Background: an optimization exercise with open tools, aiming at small area, a short achievable clock period and few clock cycles per item. Do not read the settings as production practice.
The RTL was checked by simulation tests, not by an equivalence proof against the original design.

`design/flow/run.sh`:
```
#!/bin/bash
# synth_recipe.tcl (not shown) runs the flow's synth.tcl, then flattens the netlist and writes it again
# the make line also repeats each setting of config.mk as NAME=value (left out here)
make -C /OpenROAD-flow-scripts/flow DESIGN_CONFIG=/design/flow/config.mk WORK_HOME=/design/flow/orfs CLKGATE_MAP_FILE= SYNTH_SCRIPT=/design/flow/synth_recipe.tcl finish
```
`design/flow/config.mk`:
```
export PLATFORM = sky130hd
export DESIGN_NAME = aes128_iter_encrypt
export DESIGN_NICKNAME = aes128_iter_encrypt
export VERILOG_FILES = /design/flow/design.v
export SDC_FILE = /design/flow/constraint.sdc
export NUM_CORES = 4
export LEC_CHECK = 0
export CAP_MARGIN = 20
export CORE_MARGIN = 2
export CORE_UTILIZATION = 18
export PLACE_DENSITY = 0.35
export SLEW_MARGIN = 20
```
`design/flow/constraint.sdc`:
```
create_clock -name core_clock -period 9.0 [get_ports {clk}]
set_input_delay 1.8000 -clock core_clock [delete_from_list [all_inputs] [get_ports {clk}]]
set_output_delay 1.8000 -clock core_clock [all_outputs]
set_load 0.01 [all_outputs]
```
`design/flow/design.v`:
```
module aes128_iter_encrypt #(
  parameter int Nb = 128,
  parameter int UNROLL = 1
) (
  input  logic          clk,
  input  logic          reset,
  input  logic          in_valid,
  output logic          in_ready,
  input  logic [Nb-1:0] plain_text,
  input  logic [Nb-1:0] round_key,
  output logic          out_valid,
  input  logic          out_ready,
  output logic [Nb-1:0] cipher_text,
  output logic          busy
);
  localparam int NR = 10;
  function automatic logic [3:0] gm4(input logic [3:0] a, input logic [3:0] b);
    logic [3:0] p, aa;
    p = 4'd0;
    aa = a;
    for (int i = 0; i < 4; i++) begin
      if (b[i]) p = p ^ aa;
      aa = {aa[2:0], 1'b0} ^ (aa[3] ? 4'h3 : 4'h0);
    end
    gm4 = p;
  endfunction
  function automatic logic [3:0] gi4(input logic [3:0] a);
    case (a)
      4'd0: gi4 = 4'd0;
      4'd1: gi4 = 4'd1;
      4'd2: gi4 = 4'd9;
      4'd3: gi4 = 4'd14;
      4'd4: gi4 = 4'd13;
      4'd5: gi4 = 4'd11;
      4'd6: gi4 = 4'd7;
      4'd7: gi4 = 4'd6;
      4'd8: gi4 = 4'd15;
      4'd9: gi4 = 4'd2;
      4'd10: gi4 = 4'd12;
      4'd11: gi4 = 4'd5;
      4'd12: gi4 = 4'd10;
      4'd13: gi4 = 4'd4;
      4'd14: gi4 = 4'd3;
      4'd15: gi4 = 4'd8;
      default: gi4 = 4'd0;
    endcase
  endfunction
  function automatic logic [11:0] sba(input logic [7:0] x);
    logic [7:0] t;
    logic [3:0] ah, al, d, di, sl, sq;
    t[0] = x[0]^x[2]^x[5]^x[7];
    t[1] = x[2]^x[5]^x[6]^x[7];
    t[2] = x[2];
    t[3] = x[3]^x[4];
    t[4] = x[1]^x[5]^x[7];
    t[5] = x[2]^x[3];
    t[6] = x[1]^x[4]^x[6]^x[7];
    t[7] = x[5]^x[7];
    ah = t[7:4];
    al = t[3:0];
    sl[0] = ah[2]^ah[3];
    sl[1] = ah[0]^ah[1];
    sl[2] = ah[1]^ah[2];
    sl[3] = ah[0]^ah[1]^ah[2];
    sq[0] = al[0]^al[2];
    sq[1] = al[2];
    sq[2] = al[1]^al[3];
    sq[3] = al[3];
    d = sl ^ sq ^ gm4(ah, al);
    di = gi4(d);
    sba = {ah, al, di};
  endfunction
  function automatic logic [7:0] sbb(input logic [11:0] m);
    logic [7:0] u;
    u = {gm4(m[11:8], m[3:0]), gm4(m[7:4] ^ m[11:8], m[3:0])};
    sbb[0] = u[0]^u[1]^u[2]^u[3]^u[5]^u[7] ^ 1'b1;
    sbb[1] = u[0]^u[1]^u[4] ^ 1'b1;
    sbb[2] = u[0]^u[2]^u[3]^u[5]^u[6]^u[7];
    sbb[3] = u[0]^u[1]^u[2]^u[3]^u[6];
    sbb[4] = u[0]^u[3]^u[4];
    sbb[5] = u[1]^u[2]^u[5]^u[6] ^ 1'b1;
    sbb[6] = u[4]^u[5]^u[6] ^ 1'b1;
    sbb[7] = u[1]^u[2]^u[3];
  endfunction
  function automatic logic [7:0] xt(input logic [7:0] b);
    xt = {b[6:0], 1'b0} ^ (b[7] ? 8'h1b : 8'h00);
  endfunction
  function automatic logic [7:0] rcon(input logic [3:0] r);
    rcon = r == 4'd9 ? 8'h1b : r == 4'd10 ? 8'h36 : 8'h01 << (r - 4'd1);
  endfunction
  function automatic logic [31:0] mix_col(input logic [31:0] c);
    logic [7:0] a0, a1, a2, a3;
    {a0, a1, a2, a3} = c;
    mix_col = {xt(a0) ^ xt(a1) ^ a1 ^ a2 ^ a3, a0 ^ xt(a1) ^ xt(a2) ^ a2 ^ a3,
            a0 ^ a1 ^ xt(a2) ^ xt(a3) ^ a3, xt(a0) ^ a0 ^ a1 ^ a2 ^ xt(a3)};
  endfunction
  logic [127:0] s2_st, s2_key, s1_key;
  logic [191:0] s1_u;
  logic [47:0] s1_uk;
  logic [3:0] s2_rnd, s1_rnd;
  logic s2_v, s1_v;
  logic s2_fin, stall, accept;
  assign s2_fin = s2_v && s2_rnd == 4'(NR);
  assign out_valid = s2_fin;
  assign cipher_text = s2_st;
  assign stall = s2_fin && !out_ready;
  assign in_ready = !s1_v && !stall;
  assign accept = in_valid && in_ready;
  assign busy = s1_v || (s2_v && !s2_fin);
  logic [191:0] a_u;
  logic [47:0] a_uk;
  always_comb begin
    for (int i = 0; i < 16; i++) a_u[191-12*i -: 12] = sba(s2_st[127-8*((i+4*(i%4))%16) -: 8]);
    a_uk = {sba(s2_key[23:16]), sba(s2_key[15:8]), sba(s2_key[7:0]), sba(s2_key[31:24])};
  end
  logic [127:0] b_st, b_key, t;
  logic [31:0] w0, w1, w2, w3, tk;
  logic last;
  always_comb begin
    last = s1_rnd == 4'(NR - 1);
    tk = {sbb(s1_uk[47:36]), sbb(s1_uk[35:24]), sbb(s1_uk[23:12]), sbb(s1_uk[11:0])} ^ {rcon(s1_rnd + 4'd1), 24'h0};
    {w0, w1, w2, w3} = s1_key;
    w0 = w0 ^ tk;
    w1 = w1 ^ w0;
    w2 = w2 ^ w1;
    w3 = w3 ^ w2;
    b_key = {w0, w1, w2, w3};
    for (int i = 0; i < 16; i++) t[127-8*i -: 8] = sbb(s1_u[191-12*i -: 12]);
    for (int c = 0; c < 4; c++) if (!last) t[127-32*c -: 32] = mix_col(t[127-32*c -: 32]);
    b_st = t ^ b_key;
  end
  always_ff @(posedge clk) begin
    if (!stall) begin
      s1_u <= a_u;
      s1_uk <= a_uk;
      s1_key <= s2_key;
      if (s1_v) begin
        s2_st <= b_st;
        s2_key <= b_key;
      end else if (accept) begin
        s2_st <= plain_text ^ round_key;
        s2_key <= round_key;
      end
    end
  end
  always_ff @(posedge clk or negedge reset) begin
    if (!reset) begin
      s1_v <= 1'b0;
      s2_v <= 1'b0;
      s1_rnd <= '0;
      s2_rnd <= '0;
    end else if (!stall) begin
      s1_v <= s2_v && !s2_fin;
      s1_rnd <= s2_rnd;
      s2_v <= s1_v || accept;
      s2_rnd <= s1_v ? s1_rnd + 4'd1 : 4'd0;
    end
  end
endmodule
```
==> notes.md <==
-- through the flow --
stage	area (um2)	setup slack, ns	hold slack, ns	util
2_1_floorplan	61800	1.87	0.400	-
3_3_place_gp	70200	3.51	0.401	0.205
3_5_place_dp	70200	3.53	0.405	0.205
4_1_cts	73400	3.53	0.412	0.214
5_1_grt	73400	3.43	0.418	0.214
6_report	73400	3.57	0.409	0.214
-- cell families after synthesis --
group           Yosys count
fa+ha+maj               149
xor+xnor               1994
simple gates           1648
mux                     258
flops                   630
buf+inv                 591
compound gates         1191
-- routing by layer --
metal / track usage / vias to the layer above / share of wire
met5: 0 / - / 0
met4: 0.0374 / 0 / 0.027
met3: 0.0164 / 176 / 0.040
met2: 0.225 / 991 / 0.47
met1: 0.184 / 22600 / 0.46
li1: - / 22400 / -
-- cells in the mapped netlist, types with 10 or more instances --
master,count,share of area
a2111oi_0,10,0.0014
nor2_1,489,0.030
xnor2_1,1015,0.14
mux2i_1,101,0.016
xor2_1,666,0.094
inv_1,172,0.010
a32o_1,11,0.0018
o22ai_1,53,0.0054
nand2b_1,89,0.0090
o21ai_1,27,0.0022
nor3_1,62,0.0050
a221oi_1,20,0.0028
or2_2,11,0.0011
nand2_1,714,0.043
o211ai_1,27,0.0033
nor3b_1,46,0.0056
and3_1,15,0.0015
edfxtp_1,620,0.30
mux2_2,143,0.026
o21ai_0,312,0.025
o21a_1,15,0.0018
clkbuf_1,324,0.020
a31oi_1,46,0.0047
o221ai_1,13,0.0018
or3_1,13,0.0013
nor4bb_1,13,0.0021
a211oi_1,36,0.0044
and2_1,15,0.0015
buf_4,23,0.0028
a22oi_1,45,0.0055
buf_2,40,0.0032
mux4_2,14,0.0051
xor2_2,34,0.0089
xnor3_1,184,0.067
xnor2_2,23,0.0061
ha_1,147,0.030
nand3b_1,19,0.0023
nand3_1,70,0.0057
xor3_1,57,0.022
nor2b_1,56,0.0057
buf_1,19,0.0012
a21oi_1,491,0.040
dfrtp_1,10,0.0040
-- cell type report --
type                            instances  area share
Clock inverter                         61      0.0100
Antenna cell                            2   0.0000682
Tap cell                             4557      0.0777
Sequential cell                       630       0.257
Timing Repair Buffer                  446      0.0593
Clock buffer                          104      0.0326
Inverter                              184     0.00963
Multi-Input combinational cell       5240       0.554
-- how the worst max path moves through the flow --
stage	startpoint	endpoint	cells past startpoint
global route	out_ready	in_ready	4
finish	out_ready	in_ready	4
CTS	out_ready	in_ready	4
floorplan	out_ready	s1_rnd[1]	3
detailed placement	out_ready	in_ready	4
global placement	out_ready	in_ready	4
-- sequential cells by signal (all words and copies together) (netlist names) --
name and cells:
s2_v 1, s2_rnd 4, s1_u 192, s2_key 128, s1_v 1, s2_st 128, s1_rnd 4, s1_uk 44
s1_key 128
-- critical path: cells and delay by family --
kind / cells / cell delay, ns
AND/OR/NAND/NOR: 2 / 0.89
buffers and inverters: 2 / 0.94
-- placed cells by master (no fill, tap or decap), drive strengths merged, types with 56 or more instances in the layout --
cell,netlist,layout
a21oi,492,492
buf,83,56
clkbuf,324,104
clkdlybuf4s50,0,390
edfxtp,620,620
ha,147,147
inv,178,182
mux2,143,143
mux2i,101,101
nand2,714,714
nand2b,89,89
nand3,70,70
nor2,489,489
nor2b,56,56
nor3,62,62
o21ai,339,339
xnor2,1039,1039
xnor3,192,192
xor2,703,703
xor3,60,60
==> impl_metrics.tcl <==
set metrics [dict create \
    outcome "no timing/DRC/antenna violations" \
    die_h_um 590 \
    wl_per_cell_um 21.6 \
    root_buffer "clkbuf_16" \
    synth_mux_area_frac 0.0475 \
    synthXorXnorAreaFrac 0.348 \
    max_freq_mhz 184 \
    worst_pin_slew_ns 1.15 \
    dieArea_um2 348000 \
    vias_per_cell 4.11 \
    grt_use_total 0.135 \
    ctsLongestPathBuffers 3 \
    setup_tns_ns 0 \
    synth_area_um2 61800 \
    clk_latency_ns 0.73 \
    drt_iter0_drc 3219 \
    place_congestion 0.833 \
    core_area_um2 342000 \
    critPathMaxFanout 5 \
    synthArstFlopShare 0.0159 \
    vias 46200 \
    syn-mean-instance-area_um2 9.57 \
    grt_overflow 0 \
    io_buffers 390 \
    fillers 37100 \
    regArea_um2 18900 \
    area_growth_pct 18.7 \
    required_ns 7.20 \
    ys_seq_area_frac 0.305 \
    ant_nets 0 \
    synth_flop_cell "edfxtp_1" \
    r2r-start "s1_rnd[0]" \
    drc_errors 0 \
    clock_skew_ns 0.0534 \
    rsz0062_at_grt "no" \
    relSlewSlack 0.229 \
    die_w_um 590 \
    slew_viol_final 0 \
    crit_type "in2out" \
    drive_gt1_frac 0.0701 \
    synth_top_family_by_area "XOR/XNOR gates" \
    finalCritPeriodShare 0.603 \
    cts_made_buffers 91 \
    critPathSlowestCell "nor2_1" \
    synthSimpleGateAreaFrac 0.119 \
    whs_endpoint "s1_key[80]" \
    syn-num-nets 6868 \
    crit_path_start_kind "input pin" \
    synth_compound_area_frac 0.112 \
    synth_seq_cells 630 \
    cts_tree "yes" \
    syn_inst 6461 \
    critPathArrivalTime_ns 3.63 \
    grt_max_degree 163 \
    cts-resized-gates 0 \
    critPathCaptureType "output pin" \
    totalWireLength_um 243000 \
    first_pass_iters 5 \
    multi_input_area_um2 40600 \
    hold_viol_final 0 \
    reg2reg_to "s2_st[30]" \
    crit_chain "clkdlybuf4s50_1 > nor2_1 > nor2_1 > clkdlybuf4s50_1" \
    hold_path_depth 0 \
    slowest_delay_ns 0.80 \
    nNetsFinal 7000 \
    antenna_found_initial 22 \
    synth_edf_count 620 \
    grt_pass1_vias 44500 \
    placed_cells 11100 \
    rows 215 \
    yosys.area_share.adder 0.0301 \
    cts-htree-levels 3 \
    drv_cap 0 \
    stdcell_count 11200 \
    post_cts.repair.setup_buffers 0 \
    worstRegToRegCells 13 \
    yosysWarnings 1 \
    grt_pass1_wl_um 340000 \
    cts.sinks 630 \
    path_clk_slew_ns 0.06 \
    dp_hpwl_um 193000 \
    start_util 0.181 \
    min_path_type "reg2reg" \
    setup_viol 0 \
    worstHoldStart "s2_key[80]" \
    rrSetupSlack_ns 3.77 \
    synth_cell_types 92 \
    ctsHoldBuffers 0 \
    io_pins 391 \
    fin_crit_ns 5.43 \
]
Testbench counts, summed over its fixed seeds: cycles 8,808, items 800.

[what the ideal ports hide]
Ports are ideal in the flow. The routed layout listed here was re-timed in OpenROAD.
Step 1, drivers: a clkbuf_16 drives clk and a buf_2 each remaining input, both assumed.
Step 2, shift: input delay + t, output delay - t, t = (earliest + latest rising clock arrival at the registers) / 2. This alone moves slack from input paths to output paths.
Three values: ideal, step 1, step 2; two values: the first two.
shift t [ns]: 0.804
slack for setup (ns): 3.573 / 3.549 / 3.549
worst setup path at the end: input to output
worst data-port slew with drivers (ns): 0.15
cell pins on the clock port's net: 1
After both steps this run still meets setup and hold. The setup slack of this run moves by -0.024 ns with the drivers and by -0.024 ns with both steps.
